Source: an optimization exercise on an open RTL-to-GDS flow (aim: small area). Production flows keep margins and buffers that such runs may drop. In this exercise RTL edits were held to simulation tests only and were not proved equivalent to the original. Power figures rest on the tool's default switching activity, not on a simulated workload.

Setup of run 1:
## gauss_filter_top
module gauss_filter_top
(
  input  logic   clk,
  input  logic   rst,
  input  gauss_pkg::pixel_t pa,
  input  gauss_pkg::pixel_t pb,
  input  gauss_pkg::pixel_t pc,
  input  gauss_pkg::pixel_t pd,
  input  gauss_pkg::pixel_t pe,
  output gauss_pkg::pixel_t p_out
);
Size: about 780 cells after synthesis, ~310 flip-flops, about 50 I/O pins, about 12,000 sq um of cells after synthesis.
==> flow/config.mk <==
export PLATFORM = sky130hd
export DESIGN_NAME = gauss_filter_top
export DESIGN_NICKNAME = gauss_filter_top
export VERILOG_FILES = /design/flow/design.v
export SDC_FILE = /design/flow/constraint.sdc
export NUM_CORES = 4
export LEC_CHECK = 0
export CAP_MARGIN = 20
export CORE_MARGIN = 2
export CORE_UTILIZATION = 60
export CTS_BUF_LIST = sky130_fd_sc_hd__clkbuf_8
export CTS_CLUSTER_DIAMETER = 60
export CTS_CLUSTER_SIZE = 16
export GPL_TIMING_DRIVEN = 0
export PLACE_DENSITY = 0.7
export SLEW_MARGIN = 20
export SYNTH_HIERARCHICAL = 1
==> flow/constraint.sdc <==
create_clock -name core_clock -period 5.0 [get_ports {clk}]
set_input_delay 1.0000 -clock core_clock [delete_from_list [all_inputs] [get_ports {clk}]]
set_output_delay 1.0000 -clock core_clock [all_outputs]
set_load 0.01 [all_outputs]
standard.sh (not shown) runs the stock make flow with config.mk's settings and CLKGATE_MAP_FILE= SYNTH_SCRIPT=/design/flow/synth_recipe.tcl, a recipe that flattens the netlist after the stock synthesis.
==> flow/flow/run.sh <==
#!/bin/bash
cp standard.sh standard_copy.txt
export BUFFER_PORTS_ARGS="-buffer_cell sky130_fd_sc_hd__buf_1"
export CTS_ARGS="-sink_clustering_enable -repair_clock_nets -dont_use_dummy_load -buf_list sky130_fd_sc_hd__clkbuf_8 -sink_clustering_size 16 -sink_clustering_max_diameter 60"
bash standard.sh finish > standard_flow.log 2>&1
Both conditions hold for run 1: the flow ran to the end and the final layout passed the timing, DRC and antenna checks.
For run 2, these inputs were changed with respect to run 1:
==> flow/config.mk <==
export PLATFORM = sky130hd
export DESIGN_NAME = gauss_filter_top
export DESIGN_NICKNAME = gauss_filter_top
export VERILOG_FILES = /design/flow/design.v
export SDC_FILE = /design/flow/constraint.sdc
export NUM_CORES = 4
export LEC_CHECK = 0
export CAP_MARGIN = 20
export CORE_MARGIN = 2
export CORE_UTILIZATION = 75
export CTS_BUF_LIST = sky130_fd_sc_hd__clkbuf_8
export CTS_CLUSTER_DIAMETER = 60
export CTS_CLUSTER_SIZE = 16
export GPL_TIMING_DRIVEN = 0
export PLACE_DENSITY = 0.9
export SLEW_MARGIN = 20
export SYNTH_HIERARCHICAL = 1
--- outcome ---
Compared run 1 against run 2; final-stage net count within noise. Via count of run 2 exceeds that of run 1 by a few percent. Effective utilization at floorplan delta for run 2 relative to run 1: 16 points higher. The longest individual stage delay on the worst path reported for run 2 is smaller than that of run 1 by 40 ps. What run 1 reported for power has to be multiplied by 1.06 to get the figure for run 2. Run 2 against run 1; area of the die is down by more than 10%. Worst setup slack after placement (lower): run 2. [compare] base=run 1 new=run 2: standby leakage power level, routed metal-1 wire length moved up. Number of clock-tree buffers in the layout for run 2 is lower than for run 1. Diff run 1..run 2 | clock power | negligible.
[inputs] run 3 vs run 2
==> flow/run.sh (new file) <==
#!/bin/bash
# synth_recipe.tcl (not shown) runs the flow's synth.tcl, then flattens the netlist and writes it again
# the make line also repeats each setting of config.mk as NAME=value (left out here)
make -C /OpenROAD-flow-scripts/flow DESIGN_CONFIG=/design/flow/config.mk WORK_HOME=/design/flow/orfs CLKGATE_MAP_FILE= SYNTH_SCRIPT=/design/flow/synth_recipe.tcl finish
==> flow/config.mk <==
export PLATFORM = sky130hd
export DESIGN_NAME = gauss_filter_top
export DESIGN_NICKNAME = gauss_filter_top
export VERILOG_FILES = /design/flow/design.v
export SDC_FILE = /design/flow/constraint.sdc
export NUM_CORES = 4
export LEC_CHECK = 0
export CAP_MARGIN = 20
export CORE_MARGIN = 2
export CORE_UTILIZATION = 70
export CTS_BUF_LIST = sky130_fd_sc_hd__clkbuf_8
export CTS_CLUSTER_DIAMETER = 60
export CTS_CLUSTER_SIZE = 16
export GPL_TIMING_DRIVEN = 0
export PLACE_DENSITY = 0.8
export SLEW_MARGIN = 20
export SYNTH_HIERARCHICAL = 1
removed: flow/flow/run.sh
removed: flow/standard.sh
--- outcome ---
Run 3 finished all stages; the layout is clean.
Detailed-route wire length: run 3 vs run 2 down 12%
The row count in run 3 was higher than what run 2 gave.
| maximum frequency | run 3 vs run 2 | better |
Across both runs, cell area was higher for run 3 than for run 2.
Higher worst setup timing slack at the placement stage was reported by run 2, not run 3.
Diff run 2 -> run 3: switching power of the nets went down by 0.00023 W, detailed-routing wirelength on met1 went down by 540 um, proportion of power drawn by the clock network went up by 0.6 points.
The following lists how run 4 was set up differently from run 3:
==> flow/flow/run.sh (new file) <==
#!/bin/bash
cp standard.sh standard_copy.txt
export BUFFER_PORTS_ARGS="-buffer_cell sky130_fd_sc_hd__buf_1"
export CTS_ARGS="-sink_clustering_enable -repair_clock_nets -dont_use_dummy_load -buf_list sky130_fd_sc_hd__clkbuf_8 -sink_clustering_size 16 -sink_clustering_max_diameter 60"
export RECOVER_POWER=50
bash standard.sh finish > standard_flow.log 2>&1
==> flow/standard.sh (new file) <==
#!/bin/bash
# synth_recipe.tcl (not shown) runs the flow's synth.tcl, then flattens the netlist and writes it again
# the make line also repeats each setting of config.mk as NAME=value (left out here)
make -C /OpenROAD-flow-scripts/flow DESIGN_CONFIG=/design/flow/config.mk WORK_HOME=/design/flow/orfs CLKGATE_MAP_FILE= SYNTH_SCRIPT=/design/flow/synth_recipe.tcl "${@:-finish}"
removed: flow/run.sh
## What came out
Looking at final-layout clock-cell area share, run 4 sits below run 3. Run 4 vs run 3 — area of all placed cells without fillers dropped by a few percent. Compared with run 3, run 4 shows number of clock buffers in the layout that has gone down by a few percent. Comparing run 4 against run 3, there is no change at all in basic-gate share of the synthesized area counting and, or, nand and nor cells. Compared run 4 against run 3; flip-flop and latch count within noise. Run 4 vs run 3, worst-path cell with the longest stage delay: sky130_fd_sc_hd__dfxtp_2 vs sky130_fd_sc_hd__fa_1.
Setup changes, run 4 to run 5
==> flow/flow/run.sh <==
#!/bin/bash
cp standard.sh standard_copy.txt
export BUFFER_PORTS_ARGS="-buffer_cell sky130_fd_sc_hd__buf_1"
export CTS_ARGS="-sink_clustering_enable -repair_clock_nets -dont_use_dummy_load -buf_list sky130_fd_sc_hd__clkbuf_8 -sink_clustering_size 16 -sink_clustering_max_diameter 60"
bash standard.sh finish > standard_flow.log 2>&1
==> flow/config.mk <==
export PLATFORM = sky130hd
export DESIGN_NAME = gauss_filter_top
export DESIGN_NICKNAME = gauss_filter_top
export VERILOG_FILES = /design/flow/design.v
export SDC_FILE = /design/flow/constraint.sdc
export NUM_CORES = 4
export LEC_CHECK = 0
export CAP_MARGIN = 20
export CORE_MARGIN = 2
export CORE_UTILIZATION = 80
export CTS_BUF_LIST = sky130_fd_sc_hd__clkbuf_8
export CTS_CLUSTER_DIAMETER = 60
export CTS_CLUSTER_SIZE = 16
export GPL_TIMING_DRIVEN = 0
export PLACE_DENSITY = 0.85
export SLEW_MARGIN = 20
export SYNTH_HIERARCHICAL = 1
## What came out
- The flow did not stop early for run 5: all stages ran, and the layout cleared the timing, DRC and antenna checks.
- Area used by sequential logic in the layout delta (run 4 -> run 5): insignificant
- Sort run 5 and run 4 by global routing usage summed across all routing layers desc -> top: run 5
- Going from run 4 to run 5, via count grew by a few percent.
- Summary — proportion of total power due to net switching, run 5 relative to run 4: higher, by 1.8 points.
- Looking at destination of the critical timing path, the r3p[11]$_SDFF_PP0_ result is from run 4; the r4p[12]$_DFF_P_ one comes from run 5.
- NOTE: post-layout minimum cycle time in run 5 exceeds that of run 4
- Flop and latch count out of synthesis: run 4 vs run 5 identical


== try-xenon ==
gauss_filter_top, a different RTL version from the one above (not shown whole).
Size: about 790 cells after synthesis, ~310 flip-flops, about 50 I/O pins, roughly 0.012 sq mm of cells after synthesis.
Settings: LEC_CHECK=0, CAP_MARGIN=20, CORE_MARGIN=2, CORE_UTILIZATION=70, CTS_BUF_LIST=sky130_fd_sc_hd__clkbuf_8, CTS_CLUSTER_DIAMETER=60, CTS_CLUSTER_SIZE=16, GPL_TIMING_DRIVEN=0, PLACE_DENSITY=0.8, SLEW_MARGIN=20, SYNTH_HIERARCHICAL=1; clock period 5.0 ns.
run.sh (not shown) runs the stock make flow with config.mk's settings and CLKGATE_MAP_FILE= SYNTH_SCRIPT=/design/flow/synth_recipe.tcl, a recipe that flattens the netlist after the stock synthesis.
Stock flow here: none of the scripts above is used.
Relative to try-xenon, the following input files were edited for try-quartz:
==> flow/flow/run.sh (new file) <==
#!/bin/bash
cp standard.sh standard_copy.txt
export BUFFER_PORTS_ARGS="-buffer_cell sky130_fd_sc_hd__buf_1"
export CTS_ARGS="-sink_clustering_enable -repair_clock_nets -dont_use_dummy_load -buf_list sky130_fd_sc_hd__clkbuf_8 -sink_clustering_size 16 -sink_clustering_max_diameter 60"
bash standard.sh finish > standard_flow.log 2>&1
==> flow/standard.sh (new file) <==
#!/bin/bash
# synth_recipe.tcl (not shown) runs the flow's synth.tcl, then flattens the netlist and writes it again
# the make line also repeats each setting of config.mk as NAME=value (left out here)
make -C /OpenROAD-flow-scripts/flow DESIGN_CONFIG=/design/flow/config.mk WORK_HOME=/design/flow/orfs CLKGATE_MAP_FILE= SYNTH_SCRIPT=/design/flow/synth_recipe.tcl "${@:-finish}"
removed: flow/run.sh
Notes after the runs:
In try-quartz the number of gates resized after cts turned out 4 lower than in try-xenon.
Comparing sequential share of layout area for try-xenon and try-quartz, the smaller number came from try-xenon.
try-xenon and try-quartz ended up with roughly the same post-CTS setup buffer count.
Diff try-quartz..try-xenon | count of vias placed by the detailed router | negligible
Modified inputs, try-amber compared to try-quartz
Settings: a change of CTS_CLUSTER_DIAMETER from 60 to 50; a change of CTS_CLUSTER_SIZE from 16 to 10; a change of CTS_BUF_LIST from sky130_fd_sc_hd__clkbuf_8 to sky130_fd_sc_hd__clkbuf_4.
==> flow/flow/run.sh <==
#!/bin/bash
cp standard.sh standard_copy.txt
export BUFFER_PORTS_ARGS="-buffer_cell sky130_fd_sc_hd__buf_1"
bash standard.sh finish > standard_flow.log 2>&1
Findings:
For number of cells on the critical path, try-amber and try-quartz come out practically identical.
try-amber vs try-quartz: share of the final layout cell area in multi-input gates down
Summary of the comparison: growth of design area from synthesis to finish is higher in try-amber, relative to try-quartz.
Cmp try-amber vs try-quartz: number of antenna violations at the first check in global routing higher in try-amber
Delta (try-amber minus try-quartz): worst setup slack fell by 5.1 ps, wire length rose by about 2.3%.
Comparing try-amber and try-quartz, the higher cell count was measured on try-amber.


gauss_filter_top again, from the RTL that the note above started with.
Design gauss_filter_top, start of the top module:
module gauss_filter_top
(
  input  logic   clk,
  input  logic   rst,
  input  gauss_pkg::pixel_t pa,
  input  gauss_pkg::pixel_t pb,
  input  gauss_pkg::pixel_t pc,
  input  gauss_pkg::pixel_t pd,
  input  gauss_pkg::pixel_t pe,
  output gauss_pkg::pixel_t p_out
);
clock: 5.0 ns
lec_check: 0
cap_margin: 20
core_margin: 2
core_utilization: 70
cts_buf_list: sky130_fd_sc_hd__clkbuf_8
cts_cluster_diameter: 70
cts_cluster_size: 20
gpl_timing_driven: 0
place_density: 0.8
slew_margin: 20
synth_hierarchical: 1
standard.sh (not shown) runs the stock make flow with config.mk's settings and CLKGATE_MAP_FILE= SYNTH_SCRIPT=/design/flow/synth_recipe.tcl, a recipe that flattens the netlist after the stock synthesis.
==> flow/flow/run.sh <==
#!/bin/bash
cp standard.sh standard_copy.txt
export BUFFER_PORTS_ARGS="-buffer_cell sky130_fd_sc_hd__buf_1"
bash standard.sh finish > standard_flow.log 2>&1
Rerun with:
--- a/flow/config.mk
+++ b/flow/config.mk
@@ -10,6 +10,6 @@
 export CORE_UTILIZATION = 70
 export CTS_BUF_LIST = sky130_fd_sc_hd__clkbuf_8
-export CTS_CLUSTER_DIAMETER = 70
-export CTS_CLUSTER_SIZE = 20
+export CTS_CLUSTER_DIAMETER = 60
+export CTS_CLUSTER_SIZE = 16
 export GPL_TIMING_DRIVEN = 0
 export PLACE_DENSITY = 0.8
=>
- global-route usage goes up by 0.26 points
- clock power climbs by about 10%
- worst setup slack gets better by 0.012 ns
- register-to-register slack is about the same
- core utilization climbs by 0.50 points
- total power goes up by 0.89%
- non-clock buffer count goes up by 3
- hold slack gets better by 0.0042 ns
- count of clock-buffer cells in the layout rose by 5
- synthesized cell count stays the same
Rerun with:
--- a/flow/config.mk
+++ b/flow/config.mk
@@ -9,7 +9,7 @@
 export CORE_MARGIN = 2
 export CORE_UTILIZATION = 70
-export CTS_BUF_LIST = sky130_fd_sc_hd__clkbuf_8
-export CTS_CLUSTER_DIAMETER = 60
-export CTS_CLUSTER_SIZE = 16
+export CTS_BUF_LIST = sky130_fd_sc_hd__clkbuf_16
+export CTS_CLUSTER_DIAMETER = 80
+export CTS_CLUSTER_SIZE = 30
 export GPL_TIMING_DRIVEN = 0
 export PLACE_DENSITY = 0.8
=> Non-clock buffer count does not change; power rises by about 2%; synthesized cell count stays the same; clock skew fell by 0.012 ns.
Rerun with:
--- a/flow/config.mk
+++ b/flow/config.mk
@@ -9,7 +9,7 @@
 export CORE_MARGIN = 2
 export CORE_UTILIZATION = 70
-export CTS_BUF_LIST = sky130_fd_sc_hd__clkbuf_16
-export CTS_CLUSTER_DIAMETER = 80
-export CTS_CLUSTER_SIZE = 30
+export CTS_BUF_LIST = sky130_fd_sc_hd__clkbuf_4 sky130_fd_sc_hd__clkbuf_8
+export CTS_CLUSTER_DIAMETER = 50
+export CTS_CLUSTER_SIZE = 12
 export GPL_TIMING_DRIVEN = 0
 export PLACE_DENSITY = 0.8
The changed run finished clean.
Flip-flop and latch count stays the same.
Clock power rises by roughly a tenth.
Combinational power goes down by a few percent.


Another version of the RTL of gauss_filter_top (not shown whole).
For scale: ~770 cells after synthesis, ~50 I/O pins, roughly 12000 µm² of cells after synthesis.
export LEC_CHECK = 0
export CAP_MARGIN = 20
export CORE_MARGIN = 2
export CORE_UTILIZATION = 70
export CTS_BUF_LIST = sky130_fd_sc_hd__clkbuf_8
export CTS_CLUSTER_DIAMETER = 60
export CTS_CLUSTER_SIZE = 16
export GPL_TIMING_DRIVEN = 0
export PLACE_DENSITY = 0.8
export SLEW_MARGIN = 20
export SYNTH_HIERARCHICAL = 1
create_clock -name core_clock -period 5.0 [get_ports {clk}]
==> flow/flow/run.sh <==
#!/bin/bash
cp standard.sh standard_copy.txt
export BUFFER_PORTS_ARGS="-buffer_cell sky130_fd_sc_hd__buf_1"
export CTS_ARGS="-sink_clustering_enable -repair_clock_nets -dont_use_dummy_load -buf_list sky130_fd_sc_hd__clkbuf_8 -sink_clustering_size 18 -sink_clustering_max_diameter 60"
bash standard.sh finish > standard_flow.log 2>&1
The starting point went through all stages and came out clean.
Next try:
==> flow/flow/run.sh (replaced) <==
#!/bin/bash
cp standard.sh standard_copy.txt
export BUFFER_PORTS_ARGS="-buffer_cell sky130_fd_sc_hd__buf_1"
export CTS_ARGS="-sink_clustering_enable -repair_clock_nets -dont_use_dummy_load -buf_list sky130_fd_sc_hd__clkbuf_8 -sink_clustering_size 20 -sink_clustering_max_diameter 55"
bash standard.sh finish > standard_flow.log 2>&1
After rerunning: The changed run passed the timing, DRC and antenna checks. Via count barely changes. Utilization hardly moves. Die area is unchanged.
Next try:
==> flow/flow/run.sh (replaced) <==
#!/bin/bash
cp standard.sh standard_copy.txt
export BUFFER_PORTS_ARGS="-buffer_cell sky130_fd_sc_hd__buf_1"
export CTS_ARGS="-sink_clustering_enable -repair_clock_nets -dont_use_dummy_load -buf_list sky130_fd_sc_hd__clkbuf_8 -sink_clustering_size 18 -sink_clustering_max_diameter 50"
bash standard.sh finish > standard_flow.log 2>&1
Wire length came out higher by 0.83%.
Sequential power is about the same.
Combinational power stays flat.
Synthesized area does not change.
Register-to-register slack stays flat.
Global-route usage came out higher by 0.28 points.
Next try:
==> flow/flow/run.sh (replaced) <==
#!/bin/bash
cp standard.sh standard_copy.txt
export BUFFER_PORTS_ARGS="-buffer_cell sky130_fd_sc_hd__buf_1"
export CTS_ARGS="-sink_clustering_enable -repair_clock_nets -dont_use_dummy_load -buf_list sky130_fd_sc_hd__clkbuf_8 -sink_clustering_size 16 -sink_clustering_max_diameter 60"
bash standard.sh finish > standard_flow.log 2>&1
- ABC_AREA: not set -> 1
After rerunning:
- The new run completed with no timing, DRC or antenna violations
- via count rose by 10%
- core utilization fell by 0.64 points
- total power rose by 4.6%
- die area rose by 3.5%
- routed wire length fell by 1.9%
- count of clock-buffer cells in the layout fell by 1
Next try:
- ABC_AREA: 1 -> not set
What happened: Count of clock-buffer cells in the layout is unchanged. Global-route usage increases by 2.2 points. Cell area drops by 3.3%. Register-to-register slack gets worse by 30 ps. Wire length goes up by 2.7%. Cell count is lower by 13%. Worst setup slack is worse by 33 ps.

what the ideal ports hide:
How much do the figures lean on ideal ports? The routed layouts below were timed once more, with nothing changed but the port constraints.
Step 1 sets driving cells, clkbuf_16 on the clock port and buf_2 on the other inputs (assumed; they add their load-dependent delay and slew).
Step 2, shift: input delay + t, output delay - t, t = (earliest + latest rising clock arrival at the registers) / 2. This alone moves slack from input paths to output paths.
a / b / c = ideal ports / drivers / drivers and shift; a / b = the first two.
run	shift t [ns]	slack for setup (ns)	worst setup path after step 2	slew at the worst register clock pin (ns)	cell pins on the clock port's net
run 1	0.564	0.176 / 0.176 / 0.126	input to register	0.10 / 0.10	1
run 2	0.562	0.123 / 0.123 / 0.068	input to register	0.11 / 0.11	1
run 3	0.585	0.171 / 0.171 / -0.194	input to register	0.10 / 0.10	1
run 4	0.566	0.172 / 0.172 / 0.103	input to register	0.11 / 0.11	1
run 5	0.548	0.130 / 0.130 / 0.073	input to register	0.11 / 0.11	1
try-xenon	0.577	0.140 / 0.140 / -0.215	input to register	0.10 / 0.10	1
try-quartz	0.561	0.169 / 0.169 / 0.059	input to register	0.11 / 0.11	1
try-amber	0.669	0.164 / 0.164 / 0.077	input to register	0.11 / 0.11	1
the first run of note 3	0.561	0.152 / 0.152 / 0.070	input to register	0.13 / 0.13	1
the second run of note 3	0.579	0.164 / 0.164 / 0.076	input to register	0.11 / 0.11	1
the third run of note 3	0.526	0.184 / 0.184 / 0.060	input to register	0.11 / 0.11	1
the fourth run of note 3	0.621	0.150 / 0.150 / 0.063	input to register	0.08 / 0.08	1
the first run of note 4	0.550	0.159 / 0.159 / -0.348	input to register	0.10 / 0.10	1
the second run of note 4	0.546	0.190 / 0.190 / -0.337	input to register	0.11 / 0.11	1
the third run of note 4	0.575	0.181 / 0.181 / -0.320	input to register	0.10 / 0.10	1
the fourth run of note 4	0.550	0.207 / 0.207 / -0.234	input to register	0.10 / 0.10	1
the fifth run of note 4	0.569	0.174 / 0.174 / -0.325	input to register	0.10 / 0.10	1
Met with ideal ports but missed after step 2: setup timing in 7 of these runs. For the second run of note 4, which loses most, drivers alone change the setup slack by 0.000 ns; drivers and shift together by -0.527 ns.
